Source: an optimization exercise on an open RTL-to-GDS flow (aim: small area, a short achievable clock period and few clock cycles per item). Production flows keep margins and buffers that such runs may drop. RTL that was checked went through simulation tests only; none was proved equivalent to the original.

== 02-05 ==
==> flow/design.v (excerpt) <==
module rsa_key_setup
#(
  parameter int PW = rsa_pkg::PW_DEF
) (
  input  logic            clk,
  input  logic            rst,
  input  logic            start,
  input  logic [PW-1:0]   p,
  input  logic [PW-1:0]   q,
  input  logic [2*PW-1:0] ext_e,
  output logic            busy,
  output logic            done,
  output logic [2*PW-1:0] n,
  output logic [2*PW-1:0] e_o,
  output logic [2*PW-1:0] d,
  output logic            invalid
);
For scale: ~330 flip-flops, ~170 I/O pins, roughly 0.026 sq mm of cells after synthesis.
make LEC_CHECK=0 CAP_MARGIN=20 CORE_MARGIN=2 CORE_UTILIZATION=55 SETUP_SLACK_MARGIN=5 SLEW_MARGIN=20 finish   # period 10.0 ns
run.sh (not shown) runs the stock make flow with config.mk's settings and CLKGATE_MAP_FILE= SYNTH_SCRIPT=/design/flow/synth_recipe.tcl, a recipe that flattens the netlist after the stock synthesis.
Testbench counts of 02-05, summed over its fixed seeds: cycles 44,928, keys 1,200.
## Diff of input files: 11-15 against 02-05
==> flow/flow/run.sh (new file) <==
#!/bin/bash
set -euo pipefail
bash standard.sh SETUP_SLACK_MARGIN=6 finish > standard_flow.log 2>&1
==> flow/standard.sh (new file) <==
#!/bin/bash
# synth_recipe.tcl (not shown) runs the flow's synth.tcl, then flattens the netlist and writes it again
# the make line also repeats each setting of config.mk as NAME=value (left out here)
make -C /OpenROAD-flow-scripts/flow DESIGN_CONFIG=/design/flow/config.mk WORK_HOME=/design/flow/orfs CLKGATE_MAP_FILE= SYNTH_SCRIPT=/design/flow/synth_recipe.tcl "${@:-finish}"
diff --git a/flow/config.mk b/flow/config.mk
--- a/flow/config.mk
+++ b/flow/config.mk
@@ -8,5 +8,4 @@
 export CAP_MARGIN = 20
 export CORE_MARGIN = 2
-export CORE_UTILIZATION = 55
-export SETUP_SLACK_MARGIN = 5
+export CORE_UTILIZATION = 40
 export SLEW_MARGIN = 20
removed: flow/run.sh
## What came out
Taking 02-05 as the reference, in 11-15 worst hold slack held steady; cell count grew by 495; detailed-placement wirelength estimate increased about 6%; count of clock-buffer cells in the layout went down; post-detailed-routing wire length up 15%.
11-15 — final core utilization 8.4 points lower, 02-05 as reference
Per the comparison of 11-15 with 02-05, buffers plus inverters on the worst setup path shows an increase of 5; worst-case setup margin in the final layout shows an increase of 0.12 ns.

Setup of JK:
Another version of the RTL of rsa_key_setup (not shown whole).
For scale: about 2400 cells after synthesis, roughly 310 flip-flops, ~170 I/O pins.
make LEC_CHECK=0 ABC_CLOCK_PERIOD_IN_PS=2500 CAP_MARGIN=20 CORE_MARGIN=2 CORE_UTILIZATION=40 SETUP_SLACK_MARGIN=5 SLEW_MARGIN=20 finish   # period 10.0 ns
Stock flow here: none of the scripts above is used.
No stage failed in JK, and the final checks on the layout all came back clean.
Relative to JK, the following input files were edited for MS:
# JK
export LEC_CHECK = 0
export ABC_CLOCK_PERIOD_IN_PS = 2500
export CAP_MARGIN = 20
export CORE_MARGIN = 2
export CORE_UTILIZATION = 40
export SETUP_SLACK_MARGIN = 5
export SLEW_MARGIN = 20
create_clock -name core_clock -period 10.0 [get_ports {clk}]
# MS
export LEC_CHECK = 0
export CAP_MARGIN = 20
export CORE_MARGIN = 2
export CORE_UTILIZATION = 40
export SLEW_MARGIN = 20
create_clock -name core_clock -period 10.0 [get_ports {clk}]
Notes after the runs:
- MS — buffer and inverter count on the worst path 2 higher, JK as reference
- MS ends up with a area added between synthesis and finish that is 8.9 points lower than in JK.
- Compared with JK, MS shows via density per instance that has gone down slightly.
No functional check of the RTL was part of any run of this note.

== v6 ==
The RTL this note starts from:
==> flow/design.v <==
package rsa_pkg;
  localparam int PW_DEF  = 16;
  localparam int NW_DEF  = 2 * PW_DEF;
  localparam int DIV_LAT = NW_DEF;
endpackage
import rsa_pkg::*;
module rsa_seq_div
#(
  parameter int W = rsa_pkg::DIV_LAT
) (
  input  logic         clk,
  input  logic         rst,
  input  logic         start,
  input  logic [W-1:0] dividend,
  input  logic [W-1:0] divisor,
  output logic [W-1:0] quot,
  output logic [W-1:0] rem,
  output logic         done
);
  localparam int CW = $clog2(W + 1);
  logic [W-1:0]  rem_q, quo_q, dsr_q;
  logic [CW-1:0] cnt;
  logic          active;
  logic [W-1:0]  src_rem, src_quo, src_dsr, nxt_rem, nxt_quo;
  logic [W:0]    trial;
  logic          qbit;
  always_comb begin
    src_rem = start ? '0       : rem_q;
    src_quo = start ? dividend : quo_q;
    src_dsr = start ? divisor  : dsr_q;
    trial   = {src_rem, src_quo[W-1]};
    if (trial >= {1'b0, src_dsr}) begin
      nxt_rem = W'(trial - {1'b0, src_dsr});
      qbit    = 1'b1;
    end else begin
      nxt_rem = trial[W-1:0];
      qbit    = 1'b0;
    end
    nxt_quo = {src_quo[W-2:0], qbit};
  end
  always_ff @(posedge clk) begin
    if (rst) begin
      active <= 1'b0;
      done   <= 1'b0;
      cnt    <= '0;
    end else begin
      done <= 1'b0;
      if (start) begin
        active <= 1'b1;
        cnt    <= CW'(1);
      end else if (active) begin
        cnt <= cnt + CW'(1);
        if (cnt == CW'(W - 1)) begin
          active <= 1'b0;
          done   <= 1'b1;
        end
      end
    end
  end
  always_ff @(posedge clk) begin
    if (start || active) begin
      rem_q <= nxt_rem;
      quo_q <= nxt_quo;
    end
    if (start) dsr_q <= divisor;
  end
  assign quot = quo_q;
  assign rem  = rem_q;
endmodule
module rsa_key_setup
#(
  parameter int PW = rsa_pkg::PW_DEF
) (
  input  logic            clk,
  input  logic            rst,
  input  logic            start,
  input  logic [PW-1:0]   p,
  input  logic [PW-1:0]   q,
  input  logic [2*PW-1:0] ext_e,
  output logic            busy,
  output logic            done,
  output logic [2*PW-1:0] n,
  output logic [2*PW-1:0] e_o,
  output logic [2*PW-1:0] d,
  output logic            invalid
);
  logic        in_idle, in_mul, in_gcd;
  logic [2:0]  cnt;
  logic        borrow, case2, pqbad, phiodd, first, ltf;
  logic [31:0] phr;           
  logic [32:0] a, t;
  logic [32:0] ca1, ct1, ct2;
  logic        ca2s;          
  logic [32:0] ca2;
  assign ca2 = {ca2s, d};
  logic        tz;            
  logic        a_neg, t_neg, op_sub, swap, h2;
  logic [34:0] va_r;
  logic [33:0] va_sum;
  logic [32:0] t_next;
  always_comb begin
    a_neg  = a[32];
    t_neg  = t[32];
    op_sub = (a_neg == t_neg);
    va_r   = {t[32], t, 1'b1} + {(op_sub ? ~{a[32], a} : {a[32], a}), op_sub};
    va_sum = va_r[34:1];
    h2     = t[0] ? (t[1] ^ a[1] ^ op_sub) : ~t[1];
    if (t[0]) t_next = h2 ? {va_sum[33], va_sum[33:2]} : va_sum[33:1];
    else      t_next = h2 ? {{2{t[32]}}, t[32:2]} : {t[32], t[32:1]};
    swap   = t[0] & (va_sum[33] != t_neg);
  end
  function automatic logic [35:0] add4(input logic [35:0] x,
                                       input logic [35:0] y, input logic en_y, input logic neg_y,
                                       input logic [35:0] z, input logic en_z, input logic neg_z,
                                       input logic en_w, input logic neg_w);
    logic [35:0] yy, zz, ww, s1v, c1v, s2v, c2v;
    logic [36:0] r;
    yy  = en_y ? (neg_y ? ~y : y) : 36'd0;
    zz  = en_z ? (neg_z ? ~z : z) : 36'd0;
    ww  = en_w ? (neg_w ? {~z[34:0], 1'b1} : {z[34:0], 1'b0}) : 36'd0;
    s1v = x ^ yy ^ zz;
    c1v = {(x[34:0] & yy[34:0]) | (x[34:0] & zz[34:0]) | (yy[34:0] & zz[34:0]), en_y & neg_y};
    s2v = s1v ^ c1v ^ ww;
    c2v = {(s1v[34:0] & c1v[34:0]) | (s1v[34:0] & ww[34:0]) | (c1v[34:0] & ww[34:0]), en_z & neg_z};
    r   = {s2v, 1'b1} + {c2v, en_w & neg_w};
    add4 = r[36:1];
  endfunction
  logic        t_zero, odd, par, par2, sigma, dbl, sh2, fix_neg, c0, c1;
  logic        y1en, y1neg, z1en, z1neg, w1en, w1neg;
  logic        y2en, y2neg, z2en, z2neg, w2en, w2neg;
  logic [35:0] m1, m2, s1, s2;
  always_comb begin
    t_zero = tz;
    odd    = t[0];
    m1     = {4'b0000, e_o};
    m2     = {4'b1111, phr};
    par    = case2 ? (ct2[0] ^ (odd & ca2[0])) : (ct1[0] ^ (odd & ca1[0]));
    sigma  = case2 ? ct2[32] : ~ct1[32];
    dbl    = in_gcd & h2;
    sh2    = in_mul | dbl;
    if (case2)
      par2 = ct2[1] ^ (odd & (ca2[1] ^ (op_sub & ca2[0]))) ^ (par & (phr[1] ^ sigma))
           ^ (ct2[0] | (odd & ca2[0]));
    else
      par2 = ct1[1] ^ (odd & (ca1[1] ^ (op_sub & ca1[0]))) ^ (par & (e_o[1] ^ sigma))
           ^ (ct1[0] | (odd & ca1[0]));
    c0 = ct2[0] ^ borrow;
    c1 = ct2[1] ^ (borrow & ~ct2[0]);
    fix_neg = ca2s ^ a_neg;
    if (in_mul) begin
      y1en = ct1[0];  y1neg = 1'b0;
      z1en = 1'b0;    z1neg = 1'b0;
      w1en = ct1[1];  w1neg = 1'b0;
      y2en = c0;      y2neg = 1'b0;
      z2en = 1'b0;    z2neg = 1'b0;
      w2en = c1;      w2neg = 1'b0;
    end else begin
      y1en = odd;        y1neg = op_sub;
      z1en = par;        z1neg = sigma;
      w1en = dbl & par2; w1neg = sigma;
      if (t_zero) begin
        y2en = 1'b1;    y2neg = a_neg;
        z2en = fix_neg; z2neg = 1'b1;
        w2en = 1'b0;    w2neg = 1'b0;
      end else begin
        y2en = odd;        y2neg = op_sub;
        z2en = par;        z2neg = sigma;
        w2en = dbl & par2; w2neg = sigma;
      end
    end
    s1 = add4({{3{ct1[32]}}, ct1}, {{3{ca1[32]}}, ca1}, y1en, y1neg,
              m1, z1en, z1neg, w1en, w1neg);
    s2 = add4({{3{ct2[32]}}, ct2}, {{3{ca2[32]}}, ca2}, y2en, y2neg,
              m2, z2en, z2neg, w2en, w2neg);
  end
  logic a_unit;
  assign a_unit = (a == 33'd1) || (a == {33{1'b1}});
  always_ff @(posedge clk) begin
    if (rst) begin
      in_idle <= 1'b1;
      in_mul  <= 1'b0;
      in_gcd  <= 1'b0;
      busy    <= 1'b0;
      done    <= 1'b0;
      invalid <= 1'b0;
      n       <= '0;
      e_o     <= '0;
      d       <= '0;
    end else begin
      done <= 1'b0;
      if (in_idle) begin
          busy <= 1'b0;
          if (start && !busy) begin
            busy   <= 1'b1;
            a      <= {1'b0, ext_e};
            e_o    <= {p, 16'd0};
            ct1    <= {17'd0, q};
            ca1    <= {1'b0, p, 16'd0};
            ct2    <= {17'd0, q};
            ca2s   <= 1'b1;
            d      <= {~(p - 16'd2), 16'd0};
            phr    <= {~(p - 16'd2), 16'd0};
            borrow <= 1'b1;
            pqbad  <= (p < 16'd2) || (q < 16'd2) || (p == q);
            phiodd <= ~p[0] & ~q[0];
            cnt    <= '0;
            in_idle <= 1'b0;
            in_mul  <= 1'b1;
          end
      end
      else if (in_mul) begin
          ct1    <= s1[34:2];
          ct2    <= s2[34:2];
          borrow <= borrow & ~ct2[0] & ~ct2[1];
          cnt    <= cnt + 3'd1;
          if (cnt == 3'd7) begin
            in_mul <= 1'b0;
            n      <= s1[33:2];
            phr    <= s2[33:2];
            e_o    <= a[31:0];
            if (pqbad || (a[31:1] == 31'd0) || (!a[0] && !phiodd)) begin
              done    <= 1'b1;
              invalid <= 1'b1;
              d       <= '0;
              in_idle <= 1'b1;
            end else begin
              case2 <= ~a[0];
              tz    <= 1'b0;
              first <= 1'b1;
              if (a[0]) begin
                t    <= s2[34:2];
                ca1  <= '0;
                ct1  <= {33{1'b1}};
                ca2s <= 1'b0;
                d    <= 32'd1;
                ct2  <= '0;
              end else begin
                a    <= s2[34:2];
                t    <= a;
                ca1  <= {33{1'b1}};
                ct1  <= '0;
                ca2s <= 1'b0;
                d    <= 32'd0;
                ct2  <= 33'd1;
              end
              in_gcd <= 1'b1;
            end
          end
      end
      else if (in_gcd) begin
          first <= 1'b0;
          if (first) ltf <= va_sum[33];
          if (t_zero) begin
            done    <= 1'b1;
            in_gcd  <= 1'b0;
            in_idle <= 1'b1;
            if (ltf && a_unit) begin
              invalid <= 1'b0;
              d       <= s2[31:0];
            end else begin
              invalid <= 1'b1;
              d       <= '0;
            end
          end else begin
            t   <= t_next;
            tz  <= (t_next == 33'd0);
            ct1 <= sh2 ? s1[34:2] : s1[33:1];
            ct2 <= sh2 ? s2[34:2] : s2[33:1];
            if (swap) begin
              a    <= t;
              ca1  <= ct1;
              ca2s <= ct2[32];
              d    <= ct2[31:0];
            end
          end
      end
    end
  end
endmodule
clock: 10.0 ns
lec_check: 0
cap_margin: 20
core_margin: 2
core_utilization: 40
slew_margin: 20
Modified inputs, v7 compared to v6
- setting SETUP_SLACK_MARGIN to 5 for the first time
- setting ABC_CLOCK_PERIOD_IN_PS to 2500 for the first time
Findings:
- Diff v6 -> v7: total routing resource utilization after global routing picked up an extra 1.5 points; worst endpoint data arrival time lost 1.48 ns; number of cell instances on the worst register-to-register path has increased.
No run of this note included a check of the RTL's function; only the layout flow was run.

[static timing again, ports no longer ideal]
No port has a modelled driver above. Below, the same layouts with a new extraction and two added sets of constraints.
Step 1: set_driving_cell puts a clkbuf_16 on clk and a buf_2 on each other input, an assumption about the parent block.
Step 2 adds t to the input delays and takes it off the output delays; t is the mean of the earliest and latest rising clock arrival at the registers after step 1. Input paths then give back, and output paths get back, about the clock's delay inside the block.
Three values: no drivers, after step 1, after step 2; two values: the first two.
run	shift t [ns]	setup WS [ns]	slew at the worst register clock pin (ns)	worst data-port slew with drivers (ns)	pins driven straight from the clock port
02-05	0.629	5.003 / 5.003 / 5.003	0.06 / 0.06	0.06	1
11-15	0.641	5.123 / 5.123 / 5.064	0.06 / 0.06	0.13	1
JK	0.611	4.871 / 4.871 / 4.776	0.06 / 0.06	0.05	1
MS	0.615	3.013 / 3.013 / 3.013	0.06 / 0.06	0.05	1
v6	0.653	2.302 / 2.302 / 2.302	0.07 / 0.07	0.05	1
v7	0.641	3.657 / 3.657 / 3.657	0.07 / 0.07	0.05	1
After both steps setup and hold are still met in every run listed. For JK, which loses most, drivers alone change the setup slack by 0.000 ns; drivers and shift together by -0.095 ns.
